This design comes from an exercise in tuning for small area, a short achievable clock period and few clock cycles per item on the open sky130 flow, not from production work. At most, simulation tests tie the RTL to the original design; equivalence was not proved. For runs 5 and 6, only the layout was checked, not whether the RTL still works. No activity file was given, so power comes from the tool's default toggle rates.

==> design/flow/design.v <==
package gbp_pkg;
	localparam logic [7:0] TERM_RESET = 8'd13;
	localparam logic [7:0] CH_SPACE = 8'h20;
	localparam logic [7:0] CH_MINUS = 8'h2D;
	localparam logic [7:0] CH_POINT = 8'h2E;
	localparam logic [7:0] CH_A = 8'h41;
	localparam logic [7:0] CH_F = 8'h46;
	localparam logic [7:0] CH_G = 8'h47;
	localparam logic [7:0] CH_L = 8'h4C;
	localparam logic [7:0] CH_M = 8'h4D;
	localparam logic [7:0] CH_N = 8'h4E;
	localparam logic [7:0] CH_U = 8'h55;
	localparam logic [7:0] CH_V = 8'h56;
	localparam logic [7:0] CH_W = 8'h57;
	typedef logic [3:0] kind_t;
	localparam kind_t K_NONE = 4'd0;
	localparam kind_t K_N    = 4'd1;
	localparam kind_t K_G    = 4'd2;
	localparam kind_t K_M    = 4'd3;
	localparam kind_t K_F    = 4'd4;
	localparam kind_t K_L    = 4'd5;
	localparam kind_t K_W    = 4'd6;
	localparam kind_t K_U    = 4'd7;
	localparam kind_t K_V    = 4'd8;
	localparam kind_t K_A    = 4'd9;
	function automatic kind_t kind_of(input logic [7:0] c);
		kind_t k;
		case (c)
			CH_N: k = K_N;
			CH_G: k = K_G;
			CH_M: k = K_M;
			CH_F: k = K_F;
			CH_L: k = K_L;
			CH_W: k = K_W;
			CH_U: k = K_U;
			CH_V: k = K_V;
			CH_A: k = K_A;
			default: k = K_NONE;
		endcase
		kind_of = k;
	endfunction
	typedef logic [3:0] cls_t;
	localparam cls_t C_OTHER = 4'd0;
	localparam cls_t C_DIGIT = 4'd10;
	localparam cls_t C_SPACE = 4'd11;
	localparam cls_t C_MINUS = 4'd12;
	localparam cls_t C_POINT = 4'd13;
	function automatic cls_t cls_of(input logic [7:0] c);
		cls_t k;
		k = kind_of(c);
		if ((c[7:4] == 4'h3) && (c[3:0] <= 4'd9)) k = C_DIGIT;
		else if (c == CH_SPACE) k = C_SPACE;
		else if (c == CH_MINUS) k = C_MINUS;
		else if (c == CH_POINT) k = C_POINT;
		cls_of = k;
	endfunction
endpackage
module gcode_block_parser_top #(
	parameter int AXIS_WORD_CHARS = 15,
	parameter int INT_WORD_DIGITS = 4
) (
	input  logic        clk,
	input  logic        arst_n,
	input  logic        cfg_we,
	input  logic [7:0]  cfg_wdata,
	input  logic        char_valid,
	input  logic [7:0]  char_in,
	output logic        char_ready,
	output logic        block_valid,
	input  logic        block_ready,
	output logic [13:0] block_number,
	output logic [1:0]  code_letter,
	output logic [6:0]  code_number,
	output logic [13:0] feed_value,
	output logic [13:0] repeat_count,
	output logic [31:0] x_milli,
	output logic [31:0] y_milli,
	output logic [31:0] z_milli,
	output logic [31:0] a_milli
);
	localparam int MAX_LIM = (AXIS_WORD_CHARS > INT_WORD_DIGITS) ? AXIS_WORD_CHARS
		: INT_WORD_DIGITS;
	localparam int CNT_W = $clog2(MAX_LIM + 1);
	localparam logic [CNT_W-1:0] LIM_AXIS = CNT_W'(AXIS_WORD_CHARS);
	localparam logic [CNT_W-1:0] LIM_INT = CNT_W'(INT_WORD_DIGITS);
	localparam logic [CNT_W-1:0] LIM_CODE = CNT_W'(2);
	localparam bit INT_SAT = (INT_WORD_DIGITS > 4);
	localparam int AW = 33;
	logic [7:0]       term_q;
	logic             cv_q;       
	gbp_pkg::cls_t    cls_q;      
	logic             ct_q;       
	logic [14:0]      wt_q;       
	logic             bv_q;       
	logic             first_q;    
	logic             cr_q;       
	logic             tk_q;       
	gbp_pkg::kind_t            kind_q;
	logic             pw_q;       
	logic [CNT_W-1:0] cnt_q;
	logic             neg_q, pt_q, st_q, en_q, ovf_q;
	logic [1:0]       fd_q;
	logic             mul10_q;    
	logic             frac_q;     
	logic             mul10b_q;   
	logic             fracb_q;
	logic [1:0]       wsel_q;     
	logic [AW-1:0]    acc_q;
	logic [13:0]      f_n, f_feed, f_rep;
	logic [1:0]       f_cl;
	logic [6:0]       f_cn;
	logic [31:0]      f_x, f_y, f_z, f_a;
	assign char_ready   = cr_q;
	assign block_valid  = bv_q;
	assign block_number = f_n;
	assign code_letter  = f_cl;
	assign code_number  = f_cn;
	assign feed_value   = f_feed;
	assign repeat_count = f_rep;
	assign x_milli      = f_x;
	assign y_milli      = f_y;
	assign z_milli      = f_z;
	assign a_milli      = f_a;
	function automatic logic [AW-1:0] add_sk(input logic [AW-1:0] a, input logic [AW-1:0] b,
		input logic kill);
		logic [AW-1:0] g, p, x;
		int j;
		x = a ^ b;
		g = a & b;
		p = x;
		for (int l = 0; (1 << l) < AW; l++) begin
			for (int i = 0; i < AW; i++) begin
				if (((i >> l) & 1) == 1) begin
					j = ((i >> l) << l) - 1;
					g[i] = g[i] | (p[i] & g[j]);
					p[i] = p[i] & p[j];
				end
			end
		end
		add_sk = (x & {AW{!kill}}) ^ ({g[AW-2:0], 1'b0} & {AW{!kill}});
	endfunction
	logic take, stall, proc;
	logic cv_d, ct_d;
	assign take  = char_valid && cr_q;
	assign stall = cv_q && bv_q && (!first_q || ct_q);
	assign proc  = cv_q && !stall;
	assign cv_d  = stall ? cv_q : take;
	assign ct_d  = stall ? ct_q : (char_in == term_q);
	gbp_pkg::kind_t kc;
	logic       digit, is_sp, is_minus, is_point, is_n, is_l, is_f;
	logic       k_int, k_nl, k_fl, k_axis, early;
	logic [CNT_W-1:0] limit, cnt_inc;
	assign kc       = (cls_q <= 4'd9) ? cls_q : gbp_pkg::K_NONE;    
	assign digit    = (cls_q == gbp_pkg::C_DIGIT);
	assign is_sp    = (cls_q == gbp_pkg::C_SPACE);
	assign is_minus = (cls_q == gbp_pkg::C_MINUS);
	assign is_point = (cls_q == gbp_pkg::C_POINT);
	assign is_n     = (cls_q == gbp_pkg::K_N);
	assign is_l     = (cls_q == gbp_pkg::K_L);
	assign is_f     = (cls_q == gbp_pkg::K_F);
	assign k_nl     = (kind_q == gbp_pkg::K_N) || (kind_q == gbp_pkg::K_G) || (kind_q == gbp_pkg::K_M);
	assign k_fl     = (kind_q == gbp_pkg::K_F) || (kind_q == gbp_pkg::K_L);
	assign k_int    = k_nl || k_fl;
	assign k_axis   = (kind_q == gbp_pkg::K_W) || (kind_q == gbp_pkg::K_U) || (kind_q == gbp_pkg::K_V) || (kind_q == gbp_pkg::K_A);
	assign cnt_inc  = cnt_q + CNT_W'(1);
	always_comb begin
		case (kind_q)
			gbp_pkg::K_F: early = is_sp || is_n || is_l;
			gbp_pkg::K_L: early = is_sp || is_n || is_f;
			gbp_pkg::K_W, gbp_pkg::K_U, gbp_pkg::K_V, gbp_pkg::K_A: early = is_sp || is_n;
			default: early = 1'b0;
		endcase
	end
	always_comb begin
		case (kind_q)
			gbp_pkg::K_G, gbp_pkg::K_M: limit = LIM_CODE;
			gbp_pkg::K_W, gbp_pkg::K_U, gbp_pkg::K_V, gbp_pkg::K_A: limit = LIM_AXIS;
			default: limit = LIM_INT;
		endcase
	end
	logic word_open, absorb, open_new, wr;
	assign word_open = (kind_q != gbp_pkg::K_NONE) && !pw_q;
	assign absorb    = proc && !ct_q && word_open && !early;
	assign open_new  = proc && !ct_q && !(word_open && !early);
	assign wr        = pw_q || (proc && (kind_q != gbp_pkg::K_NONE) && (ct_q || early));
	logic add;
	logic n_neg, n_pt, n_st, n_en;
	logic [1:0] n_fd;
	always_comb begin
		add = 1'b0;
		n_neg = neg_q;
		n_pt = pt_q;
		n_st = st_q;
		n_en = en_q;
		n_fd = fd_q;
		if (k_nl) begin
			if (!en_q && !(is_sp && !st_q)) begin
				if (digit) begin
					n_st = 1'b1;
					add = 1'b1;
				end else begin
					n_en = 1'b1;
				end
			end
		end else if (k_fl) begin
			add = digit;
		end else begin
			if (!en_q) begin
				if (is_minus) begin
					if (st_q) n_en = 1'b1;
					else begin
						n_st = 1'b1;
						n_neg = 1'b1;
					end
				end else if (is_point) begin
					if (pt_q) n_en = 1'b1;
					else begin
						n_pt = 1'b1;
						n_st = 1'b1;
					end
				end else if (digit) begin
					n_st = 1'b1;
					if (!pt_q) add = 1'b1;
					else if (fd_q != 2'd3) begin
						add = 1'b1;
						n_fd = fd_q + 2'd1;
					end
				end
			end
		end
	end
	logic       mul10;
	logic       o_axis;
	logic [1:0] n_wsel, wsel_d;
	logic       neg_d;
	assign mul10 = mul10_q;
	assign o_axis = (kc == gbp_pkg::K_W) || (kc == gbp_pkg::K_U) || (kc == gbp_pkg::K_V)
		|| (kc == gbp_pkg::K_A);
	assign n_wsel = !k_axis ? 2'd3 : (!n_pt ? 2'd0 : n_fd + 2'd1);
	assign wsel_d = absorb ? n_wsel : (open_new ? (o_axis ? 2'd0 : 2'd3) : wsel_q);
	assign neg_d  = absorb ? n_neg : (open_new ? 1'b0 : neg_q);
	logic [13:0] bw;
	always_comb begin
		bw = 14'd0;
		case ({wsel_d, char_in[3:0]})
			{2'd0, 4'd1}: bw = 14'd1000;
			{2'd0, 4'd2}: bw = 14'd2000;
			{2'd0, 4'd3}: bw = 14'd3000;
			{2'd0, 4'd4}: bw = 14'd4000;
			{2'd0, 4'd5}: bw = 14'd5000;
			{2'd0, 4'd6}: bw = 14'd6000;
			{2'd0, 4'd7}: bw = 14'd7000;
			{2'd0, 4'd8}: bw = 14'd8000;
			{2'd0, 4'd9}: bw = 14'd9000;
			{2'd1, 4'd1}: bw = 14'd100;
			{2'd1, 4'd2}: bw = 14'd200;
			{2'd1, 4'd3}: bw = 14'd300;
			{2'd1, 4'd4}: bw = 14'd400;
			{2'd1, 4'd5}: bw = 14'd500;
			{2'd1, 4'd6}: bw = 14'd600;
			{2'd1, 4'd7}: bw = 14'd700;
			{2'd1, 4'd8}: bw = 14'd800;
			{2'd1, 4'd9}: bw = 14'd900;
			{2'd2, 4'd1}: bw = 14'd10;
			{2'd2, 4'd2}: bw = 14'd20;
			{2'd2, 4'd3}: bw = 14'd30;
			{2'd2, 4'd4}: bw = 14'd40;
			{2'd2, 4'd5}: bw = 14'd50;
			{2'd2, 4'd6}: bw = 14'd60;
			{2'd2, 4'd7}: bw = 14'd70;
			{2'd2, 4'd8}: bw = 14'd80;
			{2'd2, 4'd9}: bw = 14'd90;
			{2'd3, 4'd0}: bw = 14'd0;
			{2'd3, 4'd1}: bw = 14'd1;
			{2'd3, 4'd2}: bw = 14'd2;
			{2'd3, 4'd3}: bw = 14'd3;
			{2'd3, 4'd4}: bw = 14'd4;
			{2'd3, 4'd5}: bw = 14'd5;
			{2'd3, 4'd6}: bw = 14'd6;
			{2'd3, 4'd7}: bw = 14'd7;
			{2'd3, 4'd8}: bw = 14'd8;
			{2'd3, 4'd9}: bw = 14'd9;
			default: bw = 14'd0;
		endcase
	end
	logic [AW-1:0] op1, op2, op3, csa_s, csa_c, acc_sum;
	logic          acc_oor;
	localparam int HB = AW / 2;
	assign op1[HB-1:0]  = mul10_q ? {acc_q[HB-4:0], 3'b000} : '0;
	assign op1[AW-1:HB] = mul10b_q ? acc_q[AW-4:HB-3] : '0;
	assign op2[HB-1:0]  = !frac_q ? {acc_q[HB-2:0], 1'b0} : acc_q[HB-1:0];
	assign op2[AW-1:HB] = !fracb_q ? acc_q[AW-2:HB-1] : acc_q[AW-1:HB];
	assign op3 = {{(AW-15){wt_q[14]}}, wt_q};
	assign csa_s = op1 ^ op2 ^ op3;
	assign csa_c = (op1 & op2) | (op1 & op3) | (op2 & op3);
	assign acc_sum = add_sk(csa_s, {csa_c[AW-2:0], wt_q[14]}, !absorb);
	assign acc_oor  = (acc_q[AW-1] != acc_q[31]);
	logic          acc_big;
	assign acc_big  = !frac_q && (acc_q[30:28] != {3{acc_q[31]}});
	logic        sat;
	logic [31:0] axis_val;
	logic [13:0] int_val;
	assign sat      = ovf_q || acc_oor;
	assign axis_val = sat ? {neg_q, {31{!neg_q}}} : acc_q[31:0];
	assign int_val  = (INT_SAT && (sat || (acc_q[31:0] > 32'd16383))) ? 14'd16383 : acc_q[13:0];
	logic emit, bv_d, first_d;
	assign emit    = proc && ct_q;
	assign bv_d    = emit || (bv_q && !block_ready);
	assign first_d = emit;
	always_ff @(posedge clk or negedge arst_n) begin
		if (!arst_n) begin
			term_q <= gbp_pkg::TERM_RESET;
			cv_q <= 1'b0;
			bv_q <= 1'b0;
			cr_q <= 1'b1;
			tk_q <= 1'b1;
			kind_q <= gbp_pkg::K_NONE;
			pw_q <= 1'b0;
		end else begin
			if (cfg_we) term_q <= cfg_wdata;
			cv_q <= cv_d;
			bv_q <= bv_d;
			cr_q <= !(bv_d && (!first_d || (cv_d && ct_d)));
			tk_q <= bv_q && block_ready;
			if (absorb) begin
				pw_q <= (cnt_inc >= limit);
			end else if (open_new) begin
				kind_q <= kc;
				pw_q <= 1'b0;
			end else if (emit || pw_q) begin
				kind_q <= gbp_pkg::K_NONE;
				pw_q <= 1'b0;
			end
		end
	end
	always_ff @(posedge clk) begin
		if (!stall) begin
			cls_q <= gbp_pkg::cls_of(char_in);
			wt_q <= {neg_d, bw ^ {14{neg_d}}};
		end
		ct_q <= ct_d;
		first_q <= first_d;
		if (absorb) begin
			cnt_q <= cnt_inc;
			neg_q <= n_neg;
			pt_q <= n_pt;
			st_q <= n_st;
			en_q <= n_en;
			fd_q <= n_fd;
			mul10_q <= !(k_axis && n_pt);
			frac_q <= k_axis && n_pt;
			mul10b_q <= !n_pt;
			fracb_q <= n_pt && !k_int;
			wsel_q <= wsel_d;
			if (add) begin
				ovf_q <= ovf_q || acc_oor || acc_big;
			end
		end else if (open_new) begin
			cnt_q <= '0;
			neg_q <= 1'b0;
			pt_q <= 1'b0;
			st_q <= 1'b0;
			en_q <= 1'b0;
			fd_q <= 2'd0;
			mul10_q <= 1'b1;
			frac_q <= 1'b0;
			mul10b_q <= 1'b1;
			fracb_q <= 1'b0;
			wsel_q <= wsel_d;
			ovf_q <= 1'b0;
		end
		if ((absorb && add) || open_new) acc_q <= acc_sum;
	end
	logic w_n, w_c, w_f, w_l, w_x, w_y, w_z, w_a;
	logic h_n, h_c, h_f, h_l, h_x, h_y, h_z, h_a;
	assign w_n = wr && (kind_q == gbp_pkg::K_N);
	assign w_c = wr && (kind_q == gbp_pkg::K_G || kind_q == gbp_pkg::K_M);
	assign w_f = wr && (kind_q == gbp_pkg::K_F);
	assign w_l = wr && (kind_q == gbp_pkg::K_L);
	assign w_x = wr && (kind_q == gbp_pkg::K_W);
	assign w_y = wr && (kind_q == gbp_pkg::K_U);
	assign w_z = wr && (kind_q == gbp_pkg::K_V);
	assign w_a = wr && (kind_q == gbp_pkg::K_A);
	assign h_n = !w_n && !tk_q;
	assign h_c = !w_c && !tk_q;
	assign h_f = !w_f && !tk_q;
	assign h_l = !w_l && !tk_q;
	assign h_x = !w_x && !tk_q;
	assign h_y = !w_y && !tk_q;
	assign h_z = !w_z && !tk_q;
	assign h_a = !w_a && !tk_q;
	logic [1:0] cl_val;
	assign cl_val = (kind_q == gbp_pkg::K_G) ? 2'd1 : 2'd2;
	always_ff @(posedge clk) begin
		f_n    <= ({14{w_n}} & int_val) | ({14{h_n}} & f_n);
		f_cl   <= ({2{w_c}} & cl_val) | ({2{h_c}} & f_cl);
		f_cn   <= ({7{w_c}} & int_val[6:0]) | ({7{h_c}} & f_cn);
		f_feed <= ({14{w_f}} & int_val) | ({14{h_f}} & f_feed);
		f_rep  <= ({14{w_l}} & int_val) | ({14{h_l}} & f_rep) | {13'd0, tk_q && !w_l};
		f_x    <= ({32{w_x}} & axis_val) | ({32{h_x}} & f_x);
		f_y    <= ({32{w_y}} & axis_val) | ({32{h_y}} & f_y);
		f_z    <= ({32{w_z}} & axis_val) | ({32{h_z}} & f_z);
		f_a    <= ({32{w_a}} & axis_val) | ({32{h_a}} & f_a);
	end
endmodule
==> design/flow/flow/run.sh <==
#!/bin/bash
set -euo pipefail
bash standard.sh "BUFFER_PORTS_ARGS=-buffer_cell sky130_fd_sc_hd__buf_1" finish > flow_make.log 2>&1
==> design/flow/standard.sh <==
#!/bin/bash
# synth_recipe.tcl (not shown) runs the flow's synth.tcl, then flattens the netlist and writes it again
# the make line also repeats each setting of config.mk as NAME=value (left out here)
make -C /OpenROAD-flow-scripts/flow DESIGN_CONFIG=/design/flow/config.mk WORK_HOME=/design/flow/orfs CLKGATE_MAP_FILE= SYNTH_SCRIPT=/design/flow/synth_recipe.tcl "${@:-finish}"
==> design/flow/config.mk <==
export PLATFORM = sky130hd
export DESIGN_NAME = gcode_block_parser_top
export DESIGN_NICKNAME = gcode_block_parser_top
export VERILOG_FILES = /design/flow/design.v
export SDC_FILE = /design/flow/constraint.sdc
export NUM_CORES = 4
export LEC_CHECK = 0
export ABC_AREA = 1
export CAP_MARGIN = 20
export CORE_MARGIN = 2
export CORE_UTILIZATION = 40
export CTS_BUF_LIST = sky130_fd_sc_hd__clkbuf_16
export CTS_CLUSTER_DIAMETER = 120
export CTS_CLUSTER_SIZE = 20
export SETUP_SLACK_MARGIN = 4.8
export SLEW_MARGIN = 20
==> design/flow/constraint.sdc <==
create_clock -name core_clock -period 8.0 [get_ports {clk}]
set_input_delay 1.6000 -clock core_clock [delete_from_list [all_inputs] [get_ports {clk}]]
set_output_delay 1.6000 -clock core_clock [all_outputs]
set_load 0.01 [all_outputs]
==> results of run 1 <==
## synth_stat cells, types with 6 or more instances
cell      number  area share [%]
nor2_1        58             1.6
a21oi_1       47             1.7
nand4_1       28             1.3
nand3_1      258             9.5
nand2_2        6            0.28
dfrtp_1       12             2.2
buf_1         12            0.33
xor2_1         6            0.39
ha_1          47             4.3
fa_1          29             4.3
nand3b_1       7            0.39
mux2_2         8            0.66
inv_1        216             6.0
buf_2         23            0.85
o21ai_0      177             6.5
nor3_1        10            0.37
dfxtp_1      182              27
o21ai_1       94             3.5
clkbuf_1      42             1.2
inv_2          6            0.17
edfxtp_1      68              15
nand2_1      257             7.1
xnor2_1       12            0.77
## routing by layer
| layer | vias to the layer above | part of all wire (%) |
|---|---|---|
| met5 | - | 0 |
| met4 | 0 | 1.8 |
| met3 | 47 | 5.6 |
| met2 | 384 | 46 |
| met1 | 5768 | 46 |
| li1 | 6000 | - |
## worst min-delay path, delay by kind of cell (launching register included)
family / cells / cell delay (ns)
flip-flops: 1 / 0.34
AO/OA/AOI/OAI: 1 / 0.08
buffers and inverters: 1 / 0.04
## what timing repair did
action	4_1_cts	5_1_grt
pin swaps	3	29
setup buffers	20	21
endpoints found under the setup margin	146	89
cloned	1	6
resized for setup	17	148
## how the worst min path moves through the flow
stage | end | slack (ns) | depth (start not counted)
floorplan | f_a[3] | 0.50 | 2
global placement | f_rep[0] | 0.46 | 2
detailed placement | f_cl[1] | 0.46 | 2
finish | f_cl[1] | 0.48 | 2
global route | f_x[11] | 0.50 | 2
CTS | f_y[6] | 0.48 | 2
## registers in the layout, indices dropped and copies added (netlist names), 7 cells and up
register  count
f_rep        14
term_q        8
f_cn          7
f_feed       14
f_x          32
f_n          14
wt_q         15
f_z          32
f_a          32
acc_q        33
f_y          32
## cells by family (layout without fill, tap and decap cells)
| logic type | after synthesis | in the layout | synth area share [%] |
|---|---|---|---|
| muxes | 8 | 8 | 0.6614 |
| xor gates and xnor gates | 18 | 18 | 1.157 |
| AOI/OAI and AO/OA | 350 | 350 | 13.46 |
| adders and majority gates | 76 | 76 | 8.580 |
| DFF | 267 | 267 | 44.91 |
| buffers and inverters | 305 | 496 | 8.754 |
| and+or+nand+nor | 646 | 650 | 22.48 |
## power by group
part	leakage, uW	internal [uW]	switching [uW]	total [uW]
Combinational	0.00422	433	777	1210
Sequential	0.00239	1510	75.6	1580
Clock	0.000253	393	470	862
## through the flow
stage                     setup slack (ns)  utilization (%)  std cells  hold slack, ns  power (uW)
after floorplan                      4.703                -       1670          0.4969        2286
after global placement               4.037            43.65       2239          0.4553        2535
after detailed placement             3.989            43.65       2239          0.4608        2561
after CTS                            4.809            45.72       2285          0.4819        3435
after global routing                 4.713            48.21       2313          0.5007        3880
final                                4.864            48.21       2313          0.4786        3655
## cell usage in the layout, fill, tap and decap left out, types with 4 or more instances in the layout
| cell | count |
|---|---|
| fa_1 | 27 |
| nand2_4 | 7 |
| ha_2 | 5 |
| o31ai_1 | 4 |
| xor2_1 | 6 |
| dfxtp_1 | 182 |
| inv_1 | 214 |
| buf_4 | 34 |
| a21oi_2 | 8 |
| nor3_1 | 8 |
| nor2_1 | 50 |
| xnor2_1 | 12 |
| ha_1 | 27 |
| nand2_2 | 25 |
| buf_1 | 201 |
| o21ai_2 | 11 |
| o21ai_0 | 148 |
| clkbuf_16 | 19 |
| a21oi_4 | 8 |
| nand3_4 | 6 |
| dfstp_2 | 5 |
| nand2_1 | 236 |
| mux2_2 | 8 |
| nand3b_1 | 7 |
| a21oi_1 | 32 |
| nor2_4 | 6 |
| buf_6 | 5 |
| edfxtp_1 | 68 |
| nor2_2 | 7 |
| nand3_2 | 5 |
| nand3_1 | 253 |
| inv_2 | 8 |
| nand4_1 | 28 |
| dfrtp_1 | 11 |
| o21ai_1 | 111 |
| ha_4 | 15 |
| o22ai_1 | 5 |
## layout make-up
class / count / area (um2) / area share [%]
Inverter: 223 / 865.8 / 5.356
Sequential cell: 267 / 6118 / 37.85
Multi-Input combinational cell: 1102 / 6937 / 42.91
Clock inverter: 8 / 47.55 / 0.2941
Tap cell: 448 / 560.5 / 3.467
Clock buffer: 17 / 425.4 / 2.632
Timing Repair Buffer: 248 / 1211 / 7.492
==> impl_metrics.env, run 1 <==
export IMPL_firstDrtPassIters=6
export IMPL_rows=67
export IMPL_num_vias=12200
export IMPL_worstPathMaxFanout=5
export IMPL_required_ns=8.27
export IMPL_final_hold_viol_count=0
export IMPL_cp_slowest_stage_delay_ns=0.55
export IMPL_r2r_start="frac_q"
export IMPL_core_area_um2=33530
export IMPL_synthDistinctLibCells=51
export IMPL_yosys_most_used_dff="dfxtp_1"
export IMPL_finalSetupViolCount=0
export IMPL_synthesis_nets=1767
export IMPL_power_density_nw_per_um2=226.1
export IMPL_place_congestion=0.8676
export IMPL_cts_buffer_depth=3
export IMPL_finalCritPeriodShare_pct=39.20
export IMPL_crit_path_end="acc_q[21]"
export IMPL_tritoncts="yes"
export IMPL_p_leak_uw=0.006865
export IMPL_hold_path_class="reg2reg"
export IMPL_endpoint_kind="register"
export IMPL_numPortBuffers=201
export IMPL_r2r_slack_ns=4.86
export IMPL_tightest_slew_ns=1.002
export IMPL_cts_sinks=267
export IMPL_antenna_found_initial=0
export IMPL_rr_endpoint="acc_q[21]"
export IMPL_cts_made_buffers=17
export IMPL_grt_pass1_wl_um=59330
export IMPL_root_buffer="clkbuf_16"
export IMPL_ant_nets=0
export IMPL_cpMostUsedCell="nand2_1"
export IMPL_ctsHtreeMaxLevel=1
export IMPL_stdcell_area_um2=16170
export IMPL_syn_avg_cell_area_um2=8.156
export IMPL_first_global_vias=11120
export IMPL_drv_cap=0
export IMPL_diodes=0
export IMPL_drive_gt1_share_pct=11.53
export IMPL_area_growth_pct=18.68
export IMPL_synth_seq_cells=267
export IMPL_hpwl_um=25330
export IMPL_start_util_pct=40.62
export IMPL_met1_usage_pct=29.45
export IMPL_fp_dieH_um=188.5
export IMPL_via_per_inst=5.274
export IMPL_fmaxAchievable_ghz=0.3189
export IMPL_crit_buf_inv=4
export IMPL_critPathSlowestCell="edfxtp_1"
export IMPL_clock_latency_ns=0.52
export IMPL_crit_family="adder cells"
export IMPL_relSlewSlack_pct=33.22
export IMPL_ioPinCount=202
export IMPL_ys_seq_area_share_pct=44.91
export IMPL_detail_route_wirelength_um=38580
export IMPL_globalRouteOverflowTotal=0
export IMPL_grt_max_degree=101
export IMPL_finalSetupTns_ns=0
export IMPL_synthesis_area_um2=13620
export IMPL_finClkSkew_ns=0.03190
export IMPL_use_met3_pct=2.216
export IMPL_hold_buffers=0
export IMPL_hp_start="f_cl[1]"
export IMPL_path_cells="buf_8 > nand2_1 > o21ai_2 > fa_1 > inv_1 > ha_4 > a21oi_4 > o21ai_4 > a211oi_2 > buf_6 > buf_6 > nand2_4 > nand3_1 > nand2_1 > nand3b_1 > nand2_1"
export IMPL_drc=0
export IMPL_yosys_warnings=1
export IMPL_wire_per_inst_um=16.68
export IMPL_cp_depth=16
export IMPL_synthArstFlopShare_pct=6.367
export IMPL_crit_start="frac_q"
export IMPL_drv_slew=0
export IMPL_drtIter0Drc=880
export IMPL_die_w_um=188.5
export IMPL_fp_dieArea_um2=35540
export IMPL_grtUsageMet2_pct=33.22
export IMPL_synth_edf_count=68
export IMPL_vdd_drop_max_mv=0.1276
export IMPL_start_kind="register"
export IMPL_track_usage_pct=20.43
export IMPL_grt_busiest_layer="met2"
export IMPL_synthCells=1670
export IMPL_layout_min_cycle_time_ns=3.136
export IMPL_status="complete, no violations"
export IMPL_rsz0062_at_grt="yes"
export IMPL_clk_pin_slew_ns=0.10
export IMPL_critical_path_class="reg2reg"
export IMPL_final_nets=1956
export IMPL_place_area_um2=14640
export IMPL_ff2ff_path_depth=16
export IMPL_fillers=3277
export IMPL_arrival_ns=3.40
Testbench counts, summed over its fixed seeds: cycles 82,158, chars 82,147.
==> inputs of run 2 (changes only) <==
--- a/design/flow/config.mk
+++ b/design/flow/config.mk
@@ -13,4 +13,4 @@
 export CTS_CLUSTER_DIAMETER = 120
 export CTS_CLUSTER_SIZE = 20
-export SETUP_SLACK_MARGIN = 4.8
+export SETUP_SLACK_MARGIN = 4.75
 export SLEW_MARGIN = 20
==> run 2 against run 1 <==
Compared with the run above: total power fell by 3.5%; first-iteration DRC count rose by 9.3%; via count decreased by 0.99%; combinational power fell by 9.9%; clock skew fell by 0.0046 ns; cell count shrank 0.30%; fmax decreased by 0.70%; worst setup slack lost 0.022 ns; routed wire length fell by 2.4%; non-clock buffer count shrank 4; clock power is 0.6% lower; critical path type unchanged; largest cell class unchanged.
==> impl_metrics.env, run 2 <==
export IMPL_area_growth_pct=15.85
export IMPL_rsz0062_at_grt="yes"
export IMPL_power_density_nw_per_um2=223.4
export IMPL_yosysMostFrequentCell="nand3_1"
export IMPL_place_congestion=0.8839
export IMPL_post_synth_and_or_nand_nor_area_fraction_pct=22.48
export IMPL_whs_endpoint="f_x[1]"
export IMPL_finalSetupViolCount=0
export IMPL_wire_per_inst_um=16.32
export IMPL_layout_min_cycle_time_ns=3.158
export IMPL_vdd_drop_max_mv=0.1056
export IMPL_yosys_most_used_dff="dfxtp_1"
export IMPL_start_util_pct=40.62
export IMPL_endpoint_kind="register"
export IMPL_fmaxAchievable_ghz=0.3167
export IMPL_drv_slew=0
export IMPL_finalSetupTns_ns=0
export IMPL_drive_gt1_share_pct=8.934
export IMPL_synth_xor_area_share_pct=1.157
export IMPL_finClkSkew_ns=0.02729
export IMPL_synth_fa_ha_area_share_pct=8.580
export IMPL_synthesis_area_um2=13620
export IMPL_synth_top_family_by_area="simple AND/OR/NAND/NOR gates"
export IMPL_diodes=0
export IMPL_antenna_found_initial=0
export IMPL_synthDistinctLibCells=51
export IMPL_num_vias=12080
export IMPL_syn_avg_cell_area_um2=8.156
export IMPL_tritoncts="yes"
export IMPL_fp_dieH_um=188.5
export IMPL_cts_made_buffers=17
export IMPL_layout_commonest_cell="nand3_1"
export IMPL_start_kind="register"
export IMPL_worstPathMaxFanout=5
export IMPL_fp_dieArea_um2=35540
export IMPL_hpwl_um=25520
export IMPL_ant_nets=0
export IMPL_tightest_slew_ns=1.091
export IMPL_grt_pass1_wl_um=59080
export IMPL_detail_route_wirelength_um=37640
export IMPL_utilization_pct=47.06
export IMPL_ctsHtreeMaxLevel=1
export IMPL_relSlewSlack_pct=27.08
export IMPL_numPortBuffers=201
export IMPL_drv_cap=0
export IMPL_final_hold_viol_count=0
export IMPL_ys_seq_area_share_pct=44.91
export IMPL_firstDrtPassIters=6
export IMPL_synth_compound_area_share_pct=13.46
export IMPL_final_cell_mix="nand3_1 (255), nand2_1 (247), inv_1 (211), buf_1 (200), dfxtp_1 (182)"
export IMPL_fillers=3323
export IMPL_holdPathStages=2
export IMPL_globalRouteOverflowTotal=0
export IMPL_r2r_start="fracb_q"
export IMPL_arrival_ns=3.42
export IMPL_finalCritPeriodShare_pct=39.47
export IMPL_drc=0
export IMPL_cts_buffer_depth=3
export IMPL_hp_start="f_x[1]"
export IMPL_dp_cells=2240
export IMPL_synth_seq_cells=267
export IMPL_synth_edf_count=68
export IMPL_cts_sinks=267
export IMPL_grt_max_degree=93
export IMPL_largest_register="acc_q"
export IMPL_synth_commonest_cells="nand3_1 (258), nand2_1 (257), inv_1 (216)"
export IMPL_clk_pin_slew_ns=0.08
export IMPL_synthArstFlopShare_pct=6.367
export IMPL_synthesis_nets=1767
export IMPL_synth_area_leaders="dfxtp_1 (27%), edfxtp_1 (15%), nand3_1 (9.5%)"
export IMPL_p_leak_uw=0.006821
export IMPL_r2r_slack_ns=4.84
export IMPL_via_per_inst=5.238
export IMPL_rows=67
export IMPL_first_global_vias=11180
export IMPL_rr_endpoint="acc_q[32]"
export IMPL_yosys_warnings=1
export IMPL_required_ns=8.27
export IMPL_synthCells=1670
export IMPL_synth_top_area_share_pct=26.75
export IMPL_die_w_um=188.5
export IMPL_hold_path_class="reg2reg"
export IMPL_muxShareOfSynthArea_pct=0.6614
export IMPL_stdcell_count=2306
export IMPL_core_area_um2=33530
export IMPL_track_usage_pct=20.21
export IMPL_status="complete, no violations"
export IMPL_ff2ff_path_depth=18
export IMPL_drtIter0Drc=962
export IMPL_synth_top_cell_by_area="dfxtp_1"
export IMPL_ioPinCount=202
export IMPL_final_nets=1950
export IMPL_largest_register_ffs=33
export IMPL_critical_path_class="reg2reg"
export IMPL_root_buffer="clkbuf_16"
export IMPL_clock_latency_ns=0.51
export IMPL_holdWs_ns=0.4796
-- run 2: what timing repair did --
action                                  in CTS  in global routing
cloned                                       1                  5
hold buffers                                 0                  0
resized for setup                           15                 69
endpoints found under the setup margin      85                 62
setup buffers                               16                 19
pin swaps                                    3                 19
-- run 2: critical path: stages (launching register included) --
cell	delay [ns]
edfxtp_1	0.42
buf_6	0.15
buf_12	0.13
nand2_2	0.06
o21ai_2	0.05
fa_1	0.49
inv_2	0.05
ha_4	0.25
a21oi_4	0.16
nor2_2	0.06
nor2_2	0.13
o21bai_2	0.11
nand3_1	0.10
o211ai_1	0.14
buf_4	0.21
a21oi_2	0.18
nand2_1	0.08
nand3b_1	0.08
nand2_1	0.05
-- run 2: per-layer routing --
layer	routed length [um]	GRT usage [%]
met5	0	0
met4	758	4.387
met3	2462	2.589
met2	17120	33.58
met1	17300	28.19
-- run 2: worst max-delay path by stage --
| stage | startpoint | endpoint | depth (start not counted) | slack (ns) |
|---|---|---|---|---|
| after floorplan | wt_q[14] | acc_q[25] | 14 | 4.70 |
| after CTS | fracb_q | acc_q[32] | 17 | 4.75 |
| after detailed placement | frac_q | acc_q[18] | 15 | 3.97 |
| after global placement | frac_q | acc_q[18] | 15 | 4.07 |
| final | fracb_q | acc_q[32] | 18 | 4.84 |
| after global routing | fracb_q | acc_q[32] | 14 | 4.62 |
-- run 2: logic make-up after synthesis --
kind of cell    after synthesis
xor+xnor                     18
mux                           8
compound gates              350
flops                       267
fa+ha+maj                    76
buf+inv                     305
simple gates                646
-- run 2: metrics by stage --
step	setup slack, ns	power, uW	area (um2)
after floorplan	4.703	2284	13650
after global placement	4.069	2534	14630
after detailed placement	3.967	2562	14630
after CTS	4.754	3436	15290
after global routing	4.620	3745	15780
final	4.842	3526	15780
-- run 2: power by group --
| part | internal (uW) | leakage [uW] | switching (uW) |
|---|---|---|---|
| Combinational | 370 | 0.00418 | 717 |
| Clock | 390 | 0.000249 | 467 |
| Sequential | 1510 | 0.00239 | 74.2 |
| Total | 2270 | 0.00682 | 1260 |
-- run 2: final cells by class --
| cell class | count | area [um2] | share of cell area (%) |
|---|---|---|---|
| Multi-Input combinational cell | 1100 | 6584 | 41.72 |
| Sequential cell | 267 | 6117 | 38.76 |
| Timing Repair Buffer | 244 | 1189 | 7.533 |
| Inverter | 223 | 865.8 | 5.487 |
| Tap cell | 448 | 560.5 | 3.552 |
| Clock buffer | 17 | 425.4 | 2.696 |
| Clock inverter | 7 | 38.79 | 0.2458 |
==> inputs of run 3 (changes only) <==
--- a/design/flow/config.mk
+++ b/design/flow/config.mk
@@ -7,4 +7,5 @@
 export LEC_CHECK = 0
 export ABC_AREA = 1
+export ABC_CLOCK_PERIOD_IN_PS = 2500
 export CAP_MARGIN = 20
 export CORE_MARGIN = 2
@@ -13,4 +14,4 @@
 export CTS_CLUSTER_DIAMETER = 120
 export CTS_CLUSTER_SIZE = 20
-export SETUP_SLACK_MARGIN = 4.75
+export SETUP_SLACK_MARGIN = 4.7
 export SLEW_MARGIN = 20
==> run 3 against run 2 <==
Compared with the run above: total power down 2.5%; combinational power is 7% lower; design area shrank 2.1%; routed wire length is 2.6% lower; clock power decreased by 1%; core utilization down 1.0 points.
==> impl_metrics.env, run 3 <==
export IMPL_start_kind="register"
export IMPL_drv_slew=0
export IMPL_synthesis_nets=1767
export IMPL_fp_dieH_um=188.5
export IMPL_detail_route_wirelength_um=36680
export IMPL_final_hold_viol_count=0
export IMPL_critical_path_class="reg2reg"
export IMPL_finClkSkew_ns=0.01737
export IMPL_clock_latency_ns=0.50
export IMPL_synthDistinctLibCells=51
export IMPL_yosysMostFrequentCell="nand3_1"
export IMPL_tritoncts="yes"
export IMPL_final_nets=1927
export IMPL_arrival_ns=3.38
export IMPL_synth_area_leaders="dfxtp_1 (27%), edfxtp_1 (15%), nand3_1 (9.5%)"
export IMPL_ioPinCount=202
export IMPL_layout_commonest_cell="nand3_1"
export IMPL_diodes=0
export IMPL_area_growth_pct=13.37
export IMPL_yosys_warnings=1
export IMPL_hold_path_class="reg2reg"
export IMPL_endpoint_kind="register"
export IMPL_finalSetupTns_ns=0
export IMPL_root_buffer="clkbuf_16"
export IMPL_globalRouteOverflowTotal=0
export IMPL_clk_pin_slew_ns=0.09
export IMPL_ctsHtreeMaxLevel=1
export IMPL_layout_min_cycle_time_ns=3.111
export IMPL_p_leak_uw=0.006683
export IMPL_place_congestion=0.8768
export IMPL_firstDrtPassIters=6
export IMPL_hp_start="f_x[14]"
export IMPL_yosys_most_used_dff="dfxtp_1"
export IMPL_hold_buffers=0
export IMPL_synth_top_cell_by_area="dfxtp_1"
export IMPL_synth_commonest_cells="nand3_1 (258), nand2_1 (257), inv_1 (216)"
export IMPL_ant_nets=0
export IMPL_via_per_inst=5.271
export IMPL_track_usage_pct=20.33
export IMPL_syn_avg_cell_area_um2=8.156
export IMPL_final_cell_mix="nand3_1 (255), nand2_1 (250), inv_1 (216), buf_1 (201), dfxtp_1 (182)"
export IMPL_cts_sinks=267
export IMPL_r2r_start="fracb_q"
export IMPL_synthArstFlopShare_pct=6.367
export IMPL_wire_per_inst_um=16.06
export IMPL_required_ns=8.27
export IMPL_largest_register="acc_q"
export IMPL_hpwl_um=25460
export IMPL_antenna_found_initial=0
export IMPL_cts_made_buffers=17
export IMPL_first_global_vias=11330
export IMPL_rows=67
export IMPL_vdd_drop_max_mv=0.1246
export IMPL_grt_max_degree=105
export IMPL_synth_edf_count=68
export IMPL_drv_cap=0
export IMPL_cts_buffer_depth=3
export IMPL_fp_dieArea_um2=35540
export IMPL_crit_start="fracb_q"
export IMPL_die_w_um=188.5
export IMPL_largest_register_ffs=33
export IMPL_synthCells=1670
export IMPL_rsz0062_at_grt="yes"
export IMPL_finalSetupViolCount=0
export IMPL_finalCritPeriodShare_pct=38.89
export IMPL_fmaxAchievable_ghz=0.3214
export IMPL_worstPathMaxFanout=34
export IMPL_drc=0
export IMPL_core_area_um2=33530
export IMPL_numPortBuffers=201
export IMPL_ys_seq_area_share_pct=44.91
export IMPL_total_power_uw=3437
export IMPL_drive_gt1_share_pct=6.485
export IMPL_start_util_pct=40.62
export IMPL_tightest_slew_ns=1.052
export IMPL_synthesis_area_um2=13620
export IMPL_synth_top_area_share_pct=26.75
export IMPL_status="complete, no violations"
export IMPL_power_density_nw_per_um2=222.6
export IMPL_relSlewSlack_pct=29.84
export IMPL_drtIter0Drc=839
export IMPL_num_vias=12030
export IMPL_synth_seq_cells=267
export IMPL_grt_pass1_wl_um=59530
==> run 3: through the flow <==
stage                     util (%)  cell area, um2  setup WS, ns  hold WS, ns  cells
final                        46.05           15440         4.889       0.4826   2283
after detailed placement     43.64           14630         3.921       0.4702   2240
after CTS                    45.44           15240         4.711       0.4833   2277
after global placement       43.64           14630         4.024       0.4548   2240
after floorplan                  -           13650         4.699       0.4969   1670
after global routing         46.05           15440         4.644       0.4984   2283
==> run 3: critical path, stage by stage, from the launching register on <==
cell and delay [ns]:
edfxtp_1 0.40, buf_8 0.19, nand2_1 0.08, o21ai_1 0.08, fa_1 0.52, inv_1 0.06
ha_4 0.24, a21oi_4 0.18, nor2_1 0.07, nor2_2 0.16, o21bai_2 0.13, nand3_1 0.09
o211ai_1 0.09, buf_4 0.20, a21oi_1 0.20, nand2_1 0.08, nand3b_1 0.08, nand2_1 0.05
==> run 3: per-layer routing <==
metal,global-route usage [%],share of wire (%),wire length (um),vias up
li1,-,-,-,5937
met1,28.67,46,17000,5679
met2,33.31,45,16690,375
met3,2.533,6.4,2335,43
met4,4.657,1.8,652,0
met5,0,0,0,-
==> run 3: timing repair <==
| item | 4_1_cts | 5_1_grt |
|---|---|---|
| resized for setup | 10 | 39 |
| buffers inserted | 13 | 5 |
| pin swaps | 1 | 3 |
| endpoints found under the setup margin | 74 | 98 |
==> run 3: kinds of logic after synthesis <==
family / count (synthesis) / synth area share (%)
AO/OA/AOI/OAI: 350 / 13.46
XOR/XNOR: 18 / 1.157
adder cells (fa/ha/maj): 76 / 8.580
buffers and inverters: 305 / 8.754
flip-flops: 267 / 44.91
multiplexers: 8 / 0.6614
AND/OR/NAND/NOR: 646 / 22.48
==> run 3: path summary, 6_finish.rpt <==
kind                       cells past startpoint         to  slack, ns
hold / removal                                 2    f_x[14]       0.48
setup reg to reg                              17  acc_q[25]       4.89
max in group asynchronous                      1       cv_q       6.23
hold reg to reg                                2    f_x[14]       0.48
min in group asynchronous                      1  term_q[4]       1.21
setup / recovery                              17  acc_q[25]       4.89
==> run 3: final cells by class <==
class | count | area (um2)
fillers | 3401 | 18090
multi-input cells | 1098 | 6461
flip-flops and latches | 267 | 6117
repair buffers | 223 | 979.7
inverters | 223 | 863.3
well taps | 448 | 560.5
clock buffers | 17 | 425.4
clock inverters | 7 | 33.78
==> run 3: report_power, final <==
part           leakage, uW  internal (uW)  total (uW)  switching [uW]
Combinational      0.00405            334        1010             680
Clock             0.000245            388         846             458
Sequential         0.00239           1510        1580            70.0
==> inputs of run 4 (changes only) <==
--- a/design/flow/config.mk
+++ b/design/flow/config.mk
@@ -7,5 +7,5 @@
 export LEC_CHECK = 0
 export ABC_AREA = 1
-export ABC_CLOCK_PERIOD_IN_PS = 2500
+export ABC_CLOCK_PERIOD_IN_PS = 3000
 export CAP_MARGIN = 20
 export CORE_MARGIN = 2
==> run 4 against run 3 <==
Compared with the run above: still clean on timing, DRC and antenna; worst hold slack stayed put; clock skew stayed put; flip-flop and latch count stayed put; worst setup slack stayed put; cell count stayed put; critical endpoint unchanged; largest cell class unchanged; largest power group unchanged.
==> impl_metrics.env, run 4 <==
export IMPL_synth_fa_ha_area_share_pct=8.580
export IMPL_final_hold_viol_count=0
export IMPL_yosys_most_used_dff="dfxtp_1"
export IMPL_crit_family="adder cells"
export IMPL_yosysMostFrequentCell="nand3_1"
export IMPL_core_area_um2=33530
export IMPL_dp_cells=2240
export IMPL_required_ns=8.27
export IMPL_power_density_nw_per_um2=222.6
export IMPL_r2r_start="fracb_q"
export IMPL_largest_register="acc_q"
export IMPL_hp_start="f_x[14]"
export IMPL_synth_xor_area_share_pct=1.157
export IMPL_synthArstFlopShare_pct=6.367
export IMPL_via_per_inst=5.271
export IMPL_cpMostUsedCell="nand2_1"
export IMPL_endpoint_kind="register"
export IMPL_fillers=3401
export IMPL_critical_path_class="reg2reg"
export IMPL_yosys_warnings=1
export IMPL_synth_top_family_by_area="simple AND/OR/NAND/NOR gates"
export IMPL_layout_commonest_cell="nand3_1"
export IMPL_r2r_slack_ns=4.89
export IMPL_path_cells="buf_8 > nand2_1 > o21ai_1 > fa_1 > inv_1 > ha_4 > a21oi_4 > nor2_1 > nor2_2 > o21bai_2 > nand3_1 > o211ai_1 > buf_4 > a21oi_1 > nand2_1 > nand3b_1 > nand2_1"
export IMPL_synthDistinctLibCells=51
export IMPL_finClkSkew_ns=0.01737
export IMPL_finalSetupTns_ns=0
export IMPL_synth_top_area_share_pct=26.75
export IMPL_rows=67
export IMPL_synth_area_leaders="dfxtp_1 (27%), edfxtp_1 (15%), nand3_1 (9.5%)"
export IMPL_relSlewSlack_pct=29.84
export IMPL_stdcell_count=2283
export IMPL_whs_endpoint="f_x[14]"
export IMPL_ctsHtreeMaxLevel=1
export IMPL_hold_path_class="reg2reg"
export IMPL_swShare_pct=35.15
export IMPL_clkPwrFrac_pct=24.6
export IMPL_antenna_found_initial=0
export IMPL_ant_nets=0
export IMPL_detail_route_wirelength_um=36680
export IMPL_drc=0
export IMPL_grt_pass1_wl_um=59530
export IMPL_fmaxAchievable_ghz=0.3214
export IMPL_diodes=0
export IMPL_synthesis_area_um2=13620
export IMPL_drv_cap=0
export IMPL_root_buffer="clkbuf_16"
export IMPL_hold_buffers=0
export IMPL_cts_sinks=267
export IMPL_pwr_share_comb_pct=29.5
export IMPL_synthesis_nets=1767
export IMPL_worstPathMaxFanout=34
export IMPL_die_w_um=188.5
export IMPL_arrival_ns=3.38
export IMPL_cp_slowest_stage_delay_ns=0.52
export IMPL_drv_slew=0
export IMPL_switchingPower_uw=1208
export IMPL_rsz0062_at_grt="yes"
export IMPL_critPathSlowestCell="fa_1"
export IMPL_vdd_drop_max_mv=0.1246
export IMPL_start_kind="register"
export IMPL_finalCritPeriodShare_pct=38.89
export IMPL_track_usage_pct=20.33
export IMPL_clk_pin_slew_ns=0.09
export IMPL_num_vias=12030
export IMPL_status="complete, no violations"
export IMPL_syn_avg_cell_area_um2=8.156
export IMPL_final_nets=1927
export IMPL_sequentialPowerShare_pct=45.9
export IMPL_grt_max_degree=105
export IMPL_synth_top_cell_by_area="dfxtp_1"
export IMPL_cts_made_buffers=17
export IMPL_final_cell_mix="nand3_1 (255), nand2_1 (250), inv_1 (216), buf_1 (201), dfxtp_1 (182)"
export IMPL_layout_min_cycle_time_ns=3.111
export IMPL_synth_compound_area_share_pct=13.46
export IMPL_drive_gt1_share_pct=6.485
export IMPL_drtIter0Drc=839
export IMPL_fp_dieArea_um2=35540
export IMPL_first_global_vias=11330
export IMPL_holdWs_ns=0.4826
export IMPL_tritoncts="yes"
export IMPL_tightest_slew_ns=1.052
export IMPL_synth_commonest_cells="nand3_1 (258), nand2_1 (257), inv_1 (216)"
export IMPL_muxShareOfSynthArea_pct=0.6614
export IMPL_hpwl_um=25460
export IMPL_crit_buf_inv=3
export IMPL_synthCells=1670
export IMPL_ys_seq_area_share_pct=44.91
export IMPL_firstDrtPassIters=6
export IMPL_ff2ff_path_depth=17
export IMPL_area_growth_pct=13.37
export IMPL_start_util_pct=40.62
export IMPL_post_synth_and_or_nand_nor_area_fraction_pct=22.48
export IMPL_cts_buffer_depth=3
export IMPL_synth_seq_cells=267
export IMPL_wire_per_inst_um=16.06
export IMPL_finalSetupViolCount=0
export IMPL_fp_dieH_um=188.5
export IMPL_holdPathStages=2
export IMPL_intPower_uw=2229
export IMPL_place_congestion=0.8768
export IMPL_ioPinCount=202
export IMPL_globalRouteOverflowTotal=0
export IMPL_rr_endpoint="acc_q[25]"
export IMPL_p_leak_uw=0.006683
export IMPL_numPortBuffers=201
export IMPL_clock_latency_ns=0.50
export IMPL_synth_edf_count=68
export IMPL_largest_register_ffs=33
-- run 4: cell counts after synthesis --
Identical to the previous run, type by type.
-- run 4: cell type report --
class                   count  area, um2  area share, %
well taps                 448      560.5          3.630
inverters                 223      863.3          5.591
flip-flops and latches    267       6117          39.62
clock buffers              17      425.4          2.755
clock inverters             7      33.78         0.2188
repair buffers            223      979.7          6.345
multi-input cells        1098       6461          41.84
-- run 4: worst reg2reg max path, delay by kind of cell, from the launching register on --
| family | cells | cell delay (ns) |
|---|---|---|
| DFF | 1 | 0.40 |
| and+or+nand+nor | 7 | 0.63 |
| buffers and inverters | 3 | 0.45 |
| AOI/OAI and AO/OA | 5 | 0.68 |
| adders and majority gates | 2 | 0.76 |
-- run 4: layer usage --
| layer | share of wire, % | GRT usage (%) | vias up |
|---|---|---|---|
| met1 | 46 | 28.67 | 5679 |
| met4 | 1.8 | 4.657 | 0 |
| met3 | 6.4 | 2.533 | 43 |
| met5 | 0 | 0 | - |
| li1 | - | - | 5937 |
| met2 | 45 | 33.31 | 375 |
-- run 4: how the worst max path moves through the flow --
stage	endpoint	slack [ns]	startpoint	cells after the start
5_1_grt	acc_q[24]	4.64	frac_q	15
2_1_floorplan	acc_q[25]	4.70	wt_q[14]	14
4_1_cts	acc_q[18]	4.71	frac_q	14
3_3_place_gp	acc_q[18]	4.02	frac_q	12
3_5_place_dp	acc_q[26]	3.92	frac_q	15
6_report	acc_q[25]	4.89	fracb_q	17
-- run 4: logic make-up after synthesis --
kind of cell | count (synthesis)
flip-flops | 267
XOR/XNOR | 18
adder cells (fa/ha/maj) | 76
multiplexers | 8
buffers and inverters | 305
AND/OR/NAND/NOR | 646
AO/OA/AOI/OAI | 350
-- run 4: timing repair --
action | in CTS | in global routing
setup endpoints to repair | 74 | 98
endpoints found under the hold margin | 0 | 0
pin swaps | 1 | 3
resized for setup | 10 | 39
buffers inserted | 13 | 5
-- run 4: stage by stage --
step	area, um2	utilization, %	total power [uW]	setup slack [ns]
detailed placement	14630	43.64	2562	3.921
floorplan	13650	-	2284	4.699
global placement	14630	43.64	2538	4.024
CTS	15240	45.44	3412	4.711
global route	15440	46.05	3656	4.644
finish	15440	46.05	3437	4.889
-- run 4: power groups by stage --
stage | Sequential (uW) | Combinational (uW) | Clock (uW)
2_1_floorplan | 1610 | 671 | 0
3_3_place_gp | 1610 | 931 | 0
3_5_place_dp | 1610 | 954 | 0
4_1_cts | 1580 | 968 | 868
5_1_grt | 1590 | 1160 | 910
6_report | 1580 | 1010 | 846
==> inputs of run 5 (changes only) <==
--- a/design/flow/design.v
+++ b/design/flow/design.v
@@ -100,5 +100,4 @@
 	logic [CNT_W-1:0] cnt_q;
 	logic             neg_q, pt_q, st_q, en_q, ovf_q;
-	logic [1:0]       fd_q;
 	logic             mul10_q;    
 	logic             frac_q;     
@@ -186,5 +185,5 @@
 	logic add;
 	logic n_neg, n_pt, n_st, n_en;
-	logic [1:0] n_fd;
+	logic [1:0] n_ws;     
 	always_comb begin
 		add = 1'b0;
@@ -193,5 +192,5 @@
 		n_st = st_q;
 		n_en = en_q;
-		n_fd = fd_q;
+		n_ws = wsel_q;
 		if (k_nl) begin
 			if (!en_q && !(is_sp && !st_q)) begin
@@ -218,11 +217,12 @@
 						n_pt = 1'b1;
 						n_st = 1'b1;
+						n_ws = 2'd1;
 					end
 				end else if (digit) begin
 					n_st = 1'b1;
 					if (!pt_q) add = 1'b1;
-					else if (fd_q != 2'd3) begin
+					else if (wsel_q != 2'd0) begin
 						add = 1'b1;
-						n_fd = fd_q + 2'd1;
+						n_ws = wsel_q + 2'd1;
 					end
 				end
@@ -237,5 +237,5 @@
 	assign o_axis = (kc == gbp_pkg::K_W) || (kc == gbp_pkg::K_U) || (kc == gbp_pkg::K_V)
 		|| (kc == gbp_pkg::K_A);
-	assign n_wsel = !k_axis ? 2'd3 : (!n_pt ? 2'd0 : n_fd + 2'd1);
+	assign n_wsel = n_ws;
 	assign wsel_d = absorb ? n_wsel : (open_new ? (o_axis ? 2'd0 : 2'd3) : wsel_q);
 	assign neg_d  = absorb ? n_neg : (open_new ? 1'b0 : neg_q);
@@ -347,5 +347,4 @@
 			st_q <= n_st;
 			en_q <= n_en;
-			fd_q <= n_fd;
 			mul10_q <= !(k_axis && n_pt);
 			frac_q <= k_axis && n_pt;
@@ -362,5 +361,4 @@
 			st_q <= 1'b0;
 			en_q <= 1'b0;
-			fd_q <= 2'd0;
 			mul10_q <= 1'b1;
 			frac_q <= 1'b0;
--- a/design/flow/config.mk
+++ b/design/flow/config.mk
@@ -7,5 +7,4 @@
 export LEC_CHECK = 0
 export ABC_AREA = 1
-export ABC_CLOCK_PERIOD_IN_PS = 3000
 export CAP_MARGIN = 20
 export CORE_MARGIN = 2
==> run 5 against run 4 <==
Compared with the run above: register-to-register slack worse by 0.03 ns; still clean on timing, DRC and antenna; total power up 1.6%; sequential power about the same; worst setup slack worse by 0.034 ns; core utilization down 0.15 points; routed wire length up 3.6%; worst hold slack worse by 0.0094 ns; count of clock-buffer cells in the layout unchanged; synthesized cell count up 2.5%.
==> impl_metrics.env, run 5 <==
export IMPL_r2r_slack_ns=4.86
export IMPL_power_density_nw_per_um2=219.2
export IMPL_finalSetupTns_ns=0
export IMPL_start_util_pct=40.86
export IMPL_first_global_vias=11020
export IMPL_root_buffer="clkbuf_16"
export IMPL_ctsHtreeMaxLevel=1
export IMPL_drv_cap=0
export IMPL_intPower_uw=2227
export IMPL_utilization_pct=45.89
export IMPL_synthesis_area_um2=14180
export IMPL_finalCritPeriodShare_pct=39.31
export IMPL_synthCells=1711
export IMPL_cts_sinks=265
export IMPL_crit_start="frac_q"
export IMPL_ioPinCount=202
export IMPL_grt_pass1_wl_um=59610
export IMPL_antenna_found_initial=0
export IMPL_ys_seq_area_share_pct=42.70
export IMPL_layout_min_cycle_time_ns=3.144
export IMPL_yosys_most_used_dff="dfxtp_1"
export IMPL_fmaxAchievable_ghz=0.3180
export IMPL_clk_pin_slew_ns=0.09
export IMPL_cts_buffer_depth=3
export IMPL_swShare_pct=36.22
export IMPL_hold_buffers=0
export IMPL_synth_top_cell_by_area="dfxtp_1"
export IMPL_synthArstFlopShare_pct=6.415
export IMPL_dp_cells=2292
export IMPL_ant_nets=0
export IMPL_hp_start="f_y[15]"
export IMPL_cts_made_buffers=17
export IMPL_core_area_um2=34710
export IMPL_yosys_warnings=1
export IMPL_drv_slew=0
export IMPL_hpwl_um=27040
export IMPL_final_cell_mix="nand2_1 (278), inv_1 (229), buf_1 (201), o21ai_0 (197), dfxtp_1 (182)"
export IMPL_stdcell_count=2342
export IMPL_synthDistinctLibCells=52
export IMPL_diodes=0
export IMPL_die_w_um=192.3
export IMPL_syn_avg_cell_area_um2=8.290
export IMPL_worstPathMaxFanout=18
export IMPL_via_per_inst=5.134
export IMPL_detail_route_wirelength_um=38000
export IMPL_synth_commonest_cells="nand2_1 (287), inv_1 (227), o21ai_0 (204)"
export IMPL_tritoncts="yes"
export IMPL_largest_register_ffs=33
export IMPL_drive_gt1_share_pct=12.45
export IMPL_rsz0062_at_grt="yes"
export IMPL_grt_max_degree=101
export IMPL_synthesis_nets=1810
export IMPL_wire_per_inst_um=16.23
export IMPL_finClkSkew_ns=0.02210
export IMPL_critical_path_class="reg2reg"
export IMPL_relSlewSlack_pct=29.21
export IMPL_final_hold_viol_count=0
export IMPL_globalRouteOverflowTotal=0
export IMPL_fp_dieH_um=192.3
export IMPL_endpoint_kind="register"
export IMPL_area_growth_pct=12.31
export IMPL_numPortBuffers=201
export IMPL_drc=0
export IMPL_rows=68
export IMPL_clock_latency_ns=0.51
export IMPL_total_power_uw=3492
export IMPL_firstDrtPassIters=6
export IMPL_start_kind="register"
export IMPL_synth_seq_cells=265
export IMPL_yosysMostFrequentCell="nand2_1"
export IMPL_clkPwrFrac_pct=24.5
export IMPL_required_ns=8.25
export IMPL_num_vias=12020
export IMPL_drtIter0Drc=826
export IMPL_vdd_drop_max_mv=0.1304
export IMPL_place_congestion=0.8658
export IMPL_pwr_share_comb_pct=30.8
export IMPL_layout_commonest_cell="nand2_1"
export IMPL_finalSetupViolCount=0
export IMPL_synth_top_area_share_pct=25.69
export IMPL_tightest_slew_ns=1.062
export IMPL_synth_edf_count=66
export IMPL_fp_dieArea_um2=36990
export IMPL_final_nets=1979
export IMPL_r2r_start="frac_q"
export IMPL_track_usage_pct=20.15
export IMPL_switchingPower_uw=1265
export IMPL_status="complete, no violations"
export IMPL_arrival_ns=3.39
export IMPL_hold_path_class="reg2reg"
export IMPL_holdWs_ns=0.4731
export IMPL_sequentialPowerShare_pct=44.7
export IMPL_p_leak_uw=0.006929
export IMPL_synth_area_leaders="dfxtp_1 (26%), edfxtp_1 (14%), nand2_1 (7.6%)"
export IMPL_largest_register="acc_q"
-- run 5: routing by layer --
metal  part of all wire (%)  vias to the layer above  GRT usage, %
met5                      0                        -             0
met4                    1.2                        0         3.464
met3                    7.2                       27         3.219
met2                     45                      330         32.51
met1                     47                     5625         28.78
li1                       -                     6041             -
-- run 5: final timing paths --
check | to | cells past startpoint
setup reg to reg | acc_q[24] | 18
max in group asynchronous | term_q[6] | 1
hold reg to reg | f_y[15] | 2
min in group asynchronous | term_q[7] | 1
setup / recovery | acc_q[24] | 18
hold / removal | f_y[15] | 2
-- run 5: critical path, cell delays in order, from the launching register on --
cell      delay (ns)
edfxtp_1        0.45
buf_4           0.18
nand2_1         0.05
o21ai_0         0.12
fa_1            0.53
inv_1           0.04
ha_1            0.32
inv_1           0.07
o21bai_1        0.24
a21boi_2        0.10
nor3_1          0.17
nor3_1          0.08
nand2_2         0.08
buf_12          0.15
nand2_1         0.06
nand2_1         0.08
nand2_1         0.05
nand2_1         0.05
nor2_1          0.04
-- run 5: cell type report --
type                       count  area, um2
timing repair buffer         230       1015
clock buffer                  17      425.4
multi-input combinational   1132       6928
inverter                     234      890.9
sequential                   265       6057
tap                          455      569.3
fill                        3483      18780
clock inverter                 9      46.29
-- run 5: repair_timing --
action,CTS,global route
resized for setup,4,36
endpoints found under the setup margin,45,43
endpoints found under the hold margin,0,0
setup buffers,18,6
pin swaps,1,2
-- run 5: per-stage QoR --
| step | worst slack (ns) | instance area [um2] |
|---|---|---|
| final | 4.856 | 15930 |
| after global routing | 4.564 | 15930 |
| after CTS | 4.714 | 15790 |
| after detailed placement | 3.876 | 15140 |
| after global placement | 4.075 | 15140 |
| after floorplan | 4.725 | 14190 |
-- run 5: power groups by stage --
stage	clock, uW	sequential (uW)	combinational (uW)
after floorplan	0	1600	713
after global placement	0	1590	985
after detailed placement	0	1600	1010
after CTS	880	1560	1030
after global routing	928	1580	1230
final	854	1560	1080
-- run 5: kinds of logic (layout without fill, tap and decap cells) --
kind of cell    count (synthesis)  count (layout)  share of synthesized area [%]
xor+xnor                       13              13                         0.8027
compound gates                359             359                          14.86
mux                             3               3                         0.2381
fa+ha+maj                      78              78                          8.415
simple gates                  679             679                          23.84
buf+inv                       314             490                          9.138
flops                         265             265                          42.70
==> inputs of run 6 (changes only) <==
--- a/design/flow/design.v
+++ b/design/flow/design.v
@@ -91,5 +91,5 @@
 	gbp_pkg::cls_t    cls_q;      
 	logic             ct_q;       
-	logic [14:0]      wt_q;       
+	logic [13:0]      wt_q;       
 	logic             bv_q;       
 	logic             first_q;    
@@ -100,4 +100,5 @@
 	logic [CNT_W-1:0] cnt_q;
 	logic             neg_q, pt_q, st_q, en_q, ovf_q;
+	logic [1:0]       fd_q;
 	logic             mul10_q;    
 	logic             frac_q;     
@@ -185,5 +186,5 @@
 	logic add;
 	logic n_neg, n_pt, n_st, n_en;
-	logic [1:0] n_ws;     
+	logic [1:0] n_fd;
 	always_comb begin
 		add = 1'b0;
@@ -192,5 +193,5 @@
 		n_st = st_q;
 		n_en = en_q;
-		n_ws = wsel_q;
+		n_fd = fd_q;
 		if (k_nl) begin
 			if (!en_q && !(is_sp && !st_q)) begin
@@ -217,12 +218,11 @@
 						n_pt = 1'b1;
 						n_st = 1'b1;
-						n_ws = 2'd1;
 					end
 				end else if (digit) begin
 					n_st = 1'b1;
 					if (!pt_q) add = 1'b1;
-					else if (wsel_q != 2'd0) begin
+					else if (fd_q != 2'd3) begin
 						add = 1'b1;
-						n_ws = wsel_q + 2'd1;
+						n_fd = fd_q + 2'd1;
 					end
 				end
@@ -230,12 +230,10 @@
 		end
 	end
-	logic       mul10;
 	logic       o_axis;
 	logic [1:0] n_wsel, wsel_d;
 	logic       neg_d;
-	assign mul10 = mul10_q;
 	assign o_axis = (kc == gbp_pkg::K_W) || (kc == gbp_pkg::K_U) || (kc == gbp_pkg::K_V)
 		|| (kc == gbp_pkg::K_A);
-	assign n_wsel = n_ws;
+	assign n_wsel = !k_axis ? 2'd3 : (!n_pt ? 2'd0 : n_fd + 2'd1);
 	assign wsel_d = absorb ? n_wsel : (open_new ? (o_axis ? 2'd0 : 2'd3) : wsel_q);
 	assign neg_d  = absorb ? n_neg : (open_new ? 1'b0 : neg_q);
@@ -291,8 +289,8 @@
 	assign op2[HB-1:0]  = !frac_q ? {acc_q[HB-2:0], 1'b0} : acc_q[HB-1:0];
 	assign op2[AW-1:HB] = !fracb_q ? acc_q[AW-2:HB-1] : acc_q[AW-1:HB];
-	assign op3 = {{(AW-15){wt_q[14]}}, wt_q};
+	assign op3 = {{(AW-14){neg_q}}, wt_q};
 	assign csa_s = op1 ^ op2 ^ op3;
 	assign csa_c = (op1 & op2) | (op1 & op3) | (op2 & op3);
-	assign acc_sum = add_sk(csa_s, {csa_c[AW-2:0], wt_q[14]}, !absorb);
+	assign acc_sum = add_sk(csa_s, {csa_c[AW-2:0], neg_q}, !absorb);
 	assign acc_oor  = (acc_q[AW-1] != acc_q[31]);
 	logic          acc_big;
@@ -337,5 +335,5 @@
 		if (!stall) begin
 			cls_q <= gbp_pkg::cls_of(char_in);
-			wt_q <= {neg_d, bw ^ {14{neg_d}}};
+			wt_q <= bw ^ {14{neg_d}};
 		end
 		ct_q <= ct_d;
@@ -347,4 +345,5 @@
 			st_q <= n_st;
 			en_q <= n_en;
+			fd_q <= n_fd;
 			mul10_q <= !(k_axis && n_pt);
 			frac_q <= k_axis && n_pt;
@@ -361,4 +360,5 @@
 			st_q <= 1'b0;
 			en_q <= 1'b0;
+			fd_q <= 2'd0;
 			mul10_q <= 1'b1;
 			frac_q <= 1'b0;
==> run 6 against run 5 <==
Compared with the run above: clock power up 0.5%; flip-flop and latch count up 1; core utilization about the same; register-to-register slack worse by 0.09 ns; sequential power about the same; count of clock-buffer cells in the layout unchanged; worst setup slack worse by 0.090 ns; critical path type unchanged; global-route usage down 0.21 points; still clean; critical endpoint is now acc_q[31].
==> impl_metrics.env, run 6 <==
export IMPL_vdd_drop_max_mv=0.1497
export IMPL_layout_min_cycle_time_ns=3.235
export IMPL_utilization_pct=45.91
export IMPL_finalCritPeriodShare_pct=40.44
export IMPL_largest_register_ffs=33
export IMPL_status="complete, no violations"
export IMPL_synth_area_leaders="dfxtp_1 (27%), edfxtp_1 (15%), o21ai_0 (10%)"
export IMPL_num_vias=12050
export IMPL_globalRouteOverflowTotal=0
export IMPL_tightest_slew_ns=1.055
export IMPL_drv_slew=0
export IMPL_ys_seq_area_share_pct=44.82
export IMPL_synthArstFlopShare_pct=6.391
export IMPL_stdcell_count=2322
export IMPL_synth_top_cell_by_area="dfxtp_1"
export IMPL_worstPathMaxFanout=9
export IMPL_power_density_nw_per_um2=224.7
export IMPL_start_kind="register"
export IMPL_largest_register="acc_q"
export IMPL_dp_cells=2279
export IMPL_hold_buffers=0
export IMPL_synth_commonest_cells="o21ai_0 (278), nand2_1 (276), nand3_1 (245)"
export IMPL_fillers=3439
export IMPL_relSlewSlack_pct=29.68
export IMPL_tritoncts="yes"
export IMPL_cts_made_buffers=17
export IMPL_diodes=0
export IMPL_first_global_vias=10840
export IMPL_clk_pin_slew_ns=0.11
export IMPL_finalSetupTns_ns=0
export IMPL_synthDistinctLibCells=47
export IMPL_yosysMostFrequentCell="o21ai_0"
export IMPL_arrival_ns=3.52
export IMPL_syn_avg_cell_area_um2=7.970
==> run 6: cell count changes after synthesis, moves of 6 or more <==
cell,delta
nor3_1,-12
nor2_1,-11
nand4_1,+16
buf_2,+10
buf_6,-10
o21ai_0,+74
nand2_1,-11
nand3_1,+70
o21ai_1,-14
o21ai_2,-60
clkbuf_1,+6
nand3_2,-54
==> run 6: per-stage QoR <==
step           total power (uW)  instance area (um2)  hold WS (ns)  setup WS (ns)
5_1_grt                    3677                15360        0.5135          4.610
6_report                   3451                15360        0.4734          4.765
3_3_place_gp               2525                14600        0.4557          4.199
4_1_cts                    3417                15200        0.4780          4.716
2_1_floorplan              2271                13590        0.4644          4.735
3_5_place_dp               2550                14600        0.4533          4.105
==> run 6: repair_timing <==
| item | CTS | global route |
|---|---|---|
| pin swaps | 1 | 2 |
| endpoints found under the setup margin | 26 | 30 |
| gates resized for setup | 4 | 27 |
| setup buffers | 13 | 6 |
==> run 6: worst paths after layout <==
kind,endpoint,slack [ns],depth (start not counted),startpoint
worst max-delay path,acc_q[31],4.77,17,fracb_q
worst min register to register,f_cl[1],0.47,2,f_cl[1]
worst min-delay path,f_cl[1],0.47,2,f_cl[1]
max in group asynchronous,term_q[1],6.20,1,arst_n
min in group asynchronous,term_q[7],1.22,1,arst_n
worst max register to register,acc_q[31],4.77,17,fracb_q
==> run 6: layout make-up <==
class	count	area [um2]	area share, %
clock buffer	17	425.4	2.770
tap	448	560.5	3.650
inverter	237	903.4	5.882
multi-input combinational	1120	6354	41.37
sequential	266	6088	39.64
clock inverter	7	43.79	0.2852
timing repair buffer	227	982.2	6.396
==> run 6: worst max-delay path, delay by kind of cell (launching register included) <==
kind	cells	cell delay, ns
AOI/OAI and AO/OA	4	0.67
DFF	1	0.42
adders and majority gates	2	0.86
and+or+nand+nor	8	0.64
buffers and inverters	3	0.40
==> run 6: logic make-up (layout without fill, tap and decap cells) <==
| family | Yosys count | in the layout | synth area share (%) |
|---|---|---|---|
| flip-flops | 266 | 266 | 44.82 |
| adder cells (fa/ha/maj) | 76 | 76 | 8.605 |
| buffers and inverters | 318 | 488 | 9.185 |
| AO/OA/AOI/OAI | 356 | 356 | 13.75 |
| multiplexers | 4 | 4 | 0.3317 |
| AND/OR/NAND/NOR | 673 | 673 | 22.60 |
| XOR/XNOR | 11 | 11 | 0.7094 |
==> run 6: routing by layer <==
metal | up-vias | routed length [um] | part of all wire [%] | GRT usage (%)
li1 | 6025 | - | - | -
met2 | 380 | 16100 | 44 | 31.46
met4 | 0 | 801 | 2.2 | 5.300
met3 | 44 | 2022 | 5.5 | 2.179
met5 | - | 0 | 0 | 0
met1 | 5599 | 17570 | 48 | 29.02
==> run 6: report_power, final <==
part	total [uW]	internal (uW)	switching (uW)
sequential	1570	1500	71.6
clock	858	392	466
combinational	1020	330	692

Check on run 6: ideal ports give 4.765 ns setup slack; a clkbuf_16 on the clock port and buf_2 on the inputs give 4.765 ns; moving port delays by the midpoint clock arrival (0.554 ns) as well gives 4.384 ns.
